What follows belongs to an exercise in optimizing a design on an open flow for small area, a short achievable clock period and few clock cycles; a production flow would make more cautious choices.
Function was checked by simulation only, so behaviour that the tests miss may differ from the original.
No activity file was given, so power comes from the tool's default toggle rates.

// mvuTop
module mvuTop (
	input  logic                           clk,
	input  logic                           rst,
	input  logic                           wWr,
	input  logic [mvuPkg::FOLD_WIDTH-1:0]  wAddr,
	input  logic [mvuPkg::WTILE_WIDTH-1:0] wData,
	input  logic [mvuPkg::FOLD_WIDTH-1:0]  foldCount,
	input  logic                           aStrobe,
	input  logic [mvuPkg::ATILE_WIDTH-1:0] aData,
	input  logic                           aPad,
	output logic                           outVld,
	output logic [mvuPkg::OUT_WIDTH-1:0]   outData,
	output logic [mvuPkg::LANE_WIDTH-1:0]  outLane,
	output logic                           hold
);
For scale: ~180 I/O pins.
==> flow/config.mk <==
export PLATFORM = sky130hd
export DESIGN_NAME = mvuTop
export DESIGN_NICKNAME = mvuTop
export VERILOG_FILES = /design/flow/design.v
export SDC_FILE = /design/flow/constraint.sdc
export NUM_CORES = 4
export LEC_CHECK = 0
export CAP_MARGIN = 20
export CORE_MARGIN = 2
export CORE_UTILIZATION = 40
export CTS_CLUSTER_DIAMETER = 100
export CTS_CLUSTER_SIZE = 24
export SETUP_SLACK_MARGIN = 3.4
export SLEW_MARGIN = 20
export SYNTH_HIERARCHICAL = 1
export SYNTH_MINIMUM_KEEP_SIZE = 0
==> flow/constraint.sdc <==
create_clock -name core_clock -period 6.0 [get_ports {clk}]
set_input_delay 1.2000 -clock core_clock [delete_from_list [all_inputs] [get_ports {clk}]]
set_output_delay 1.2000 -clock core_clock [all_outputs]
set_load 0.01 [all_outputs]
standard.sh (not shown) runs the stock make flow with config.mk's settings and CLKGATE_MAP_FILE= SYNTH_SCRIPT=/design/flow/synth_recipe.tcl, a recipe that flattens the netlist after the stock synthesis.
==> flow/flow/run.sh <==
#!/bin/bash
# The standard layout, with plain buffers on the ports instead of the
# delay cells buffer_ports picks by default.
set -euo pipefail
export BUFFER_PORTS_ARGS="-buffer_cell sky130_fd_sc_hd__buf_2"
bash standard.sh > standard.log 2>&1
Testbench counts at the start, summed over its fixed seeds: cycles 9,915.
Edit:
- SETUP_SLACK_MARGIN: 3.4 -> 3.6
Effect: Non-clock buffer count rose by 40; hold slack hardly moves; worst setup slack is worse by 0.037 ns; die area stays the same; design area rose slightly; final cell count rose slightly.

## rev 12
mvuTop, a different RTL version from the one above (not shown whole).
Size in the first run: ~4,500 cells after synthesis, roughly 1,800 flip-flops, roughly 180 I/O pins, roughly 72,000 um2 of cells after synthesis.
clock: 6.0 ns
lec_check: 0
cap_margin: 20
core_margin: 2
core_utilization: 40
cts_cluster_diameter: 100
cts_cluster_size: 24
place_density: 0.8
setup_slack_margin: 3.4
slew_margin: 20
synth_hierarchical: 1
synth_minimum_keep_size: 0
Scripts as last shown in full above: flow/flow/run.sh
Both conditions hold for rev 12: the flow ran to the end and the final layout passed the timing, design-rule and antenna checks.
Testbench counts of rev 12, summed over its fixed seeds: cycles 9,915.
Here is what was changed in the inputs of rev 13 compared with rev 12.
Settings: PLACE_DENSITY: 0.8 -> unset; CTS_CLUSTER_SIZE: 24 -> 30; CTS_CLUSTER_DIAMETER: 100 -> 90.
==> results.txt <==
[compare] base=rev 12 new=rev 13: global placer's final weighted congestion moved down, met1 capacity usage during global routing saw an increase, hold slack saw an increase, maximum fanout along the worst path roughly the same. Route | rev 13 vs rev 12 | wire longer in rev 13. Measured slew at the worst slew-check pin: rev 13 vs rev 12 down 0.087 ns. Required time of the critical path down 0.15 ns in rev 13 wrt rev 12. | layout-stage area growth over the synthesis result | rev 13 vs rev 12 | ≈ equal |.

Setup of onyx:
mvuTop again, from the RTL that the note above started with.
Settings: LEC_CHECK=0, CAP_MARGIN=20, CORE_MARGIN=2, CORE_UTILIZATION=50, CTS_CLUSTER_DIAMETER=100, CTS_CLUSTER_SIZE=24, PLACE_DENSITY=0.8, SETUP_SLACK_MARGIN=3.4, SLEW_MARGIN=20, SYNTH_HIERARCHICAL=1, SYNTH_MINIMUM_KEEP_SIZE=0; clock period 6.0 ns.
Scripts as last shown in full above: flow/flow/run.sh
Testbench counts of onyx, summed over its fixed seeds: cycles 9,915.
The following lists how zinc was set up differently from onyx:
Settings: changing CORE_UTILIZATION from 50 to 40; removing PLACE_DENSITY (formerly 0.8).
Findings:
- When zinc is measured against onyx, its sequential power share turns out 0.4 points higher.
- | portion of total power attributed to the clock network | onyx vs zinc | ≈ equal |
- Comparing zinc and onyx, the higher clock period minus final worst setup slack was measured on onyx.
- When zinc is measured against onyx, its endpoint arrival time on the critical path turns out 0.04 ns lower.
- onyx → zinc: met2 wirelength from detailed routing has increased, required arrival time at the worst endpoint barely changed, number of synthesized flops with an enable pin roughly the same, full die area +25%, wire length per cell now sits higher.

==> port drivers added, routing unchanged <==
Ports are ideal in the flow. The routed layouts listed here were re-timed in OpenROAD. Step 1, drivers: a clkbuf_16 drives clk and a buf_2 each remaining input, both assumed. Step 2 also shifts input and output timing later by t, the mid clock arrival at the registers, as if the neighbouring blocks saw the same clock. a / b / c = ideal / step 1 / step 2; a / b = the first two.
run | shift t [ns] | setup WS [ns] | hold slack, ns | worst slew at a driven data input, ns
the first run of note 1 | 0.788 | 3.389 / 3.389 / 2.771 | 0.332 / 0.332 / 0.332 | 0.15
the second run of note 1 | 0.800 | 3.352 / 3.352 / 2.959 | 0.331 / 0.331 / 0.331 | 0.15
rev 12 | 0.783 | 3.458 / 3.432 / 2.959 | 0.304 / 0.304 / 0.304 | 0.21
rev 13 | 0.788 | 3.462 / 3.462 / 2.838 | 0.335 / 0.335 / 0.335 | 0.21
onyx | 0.796 | 3.442 / 3.442 / 2.917 | 0.330 / 0.330 / 0.330 | 0.25
zinc | 0.793 | 3.468 / 3.462 / 2.845 | 0.328 / 0.328 / 0.328 | 0.21
After both steps every run listed still meets setup and hold. The setup slack of rev 13, which loses most, moves by 0.000 ns with the drivers and by -0.624 ns with both steps.
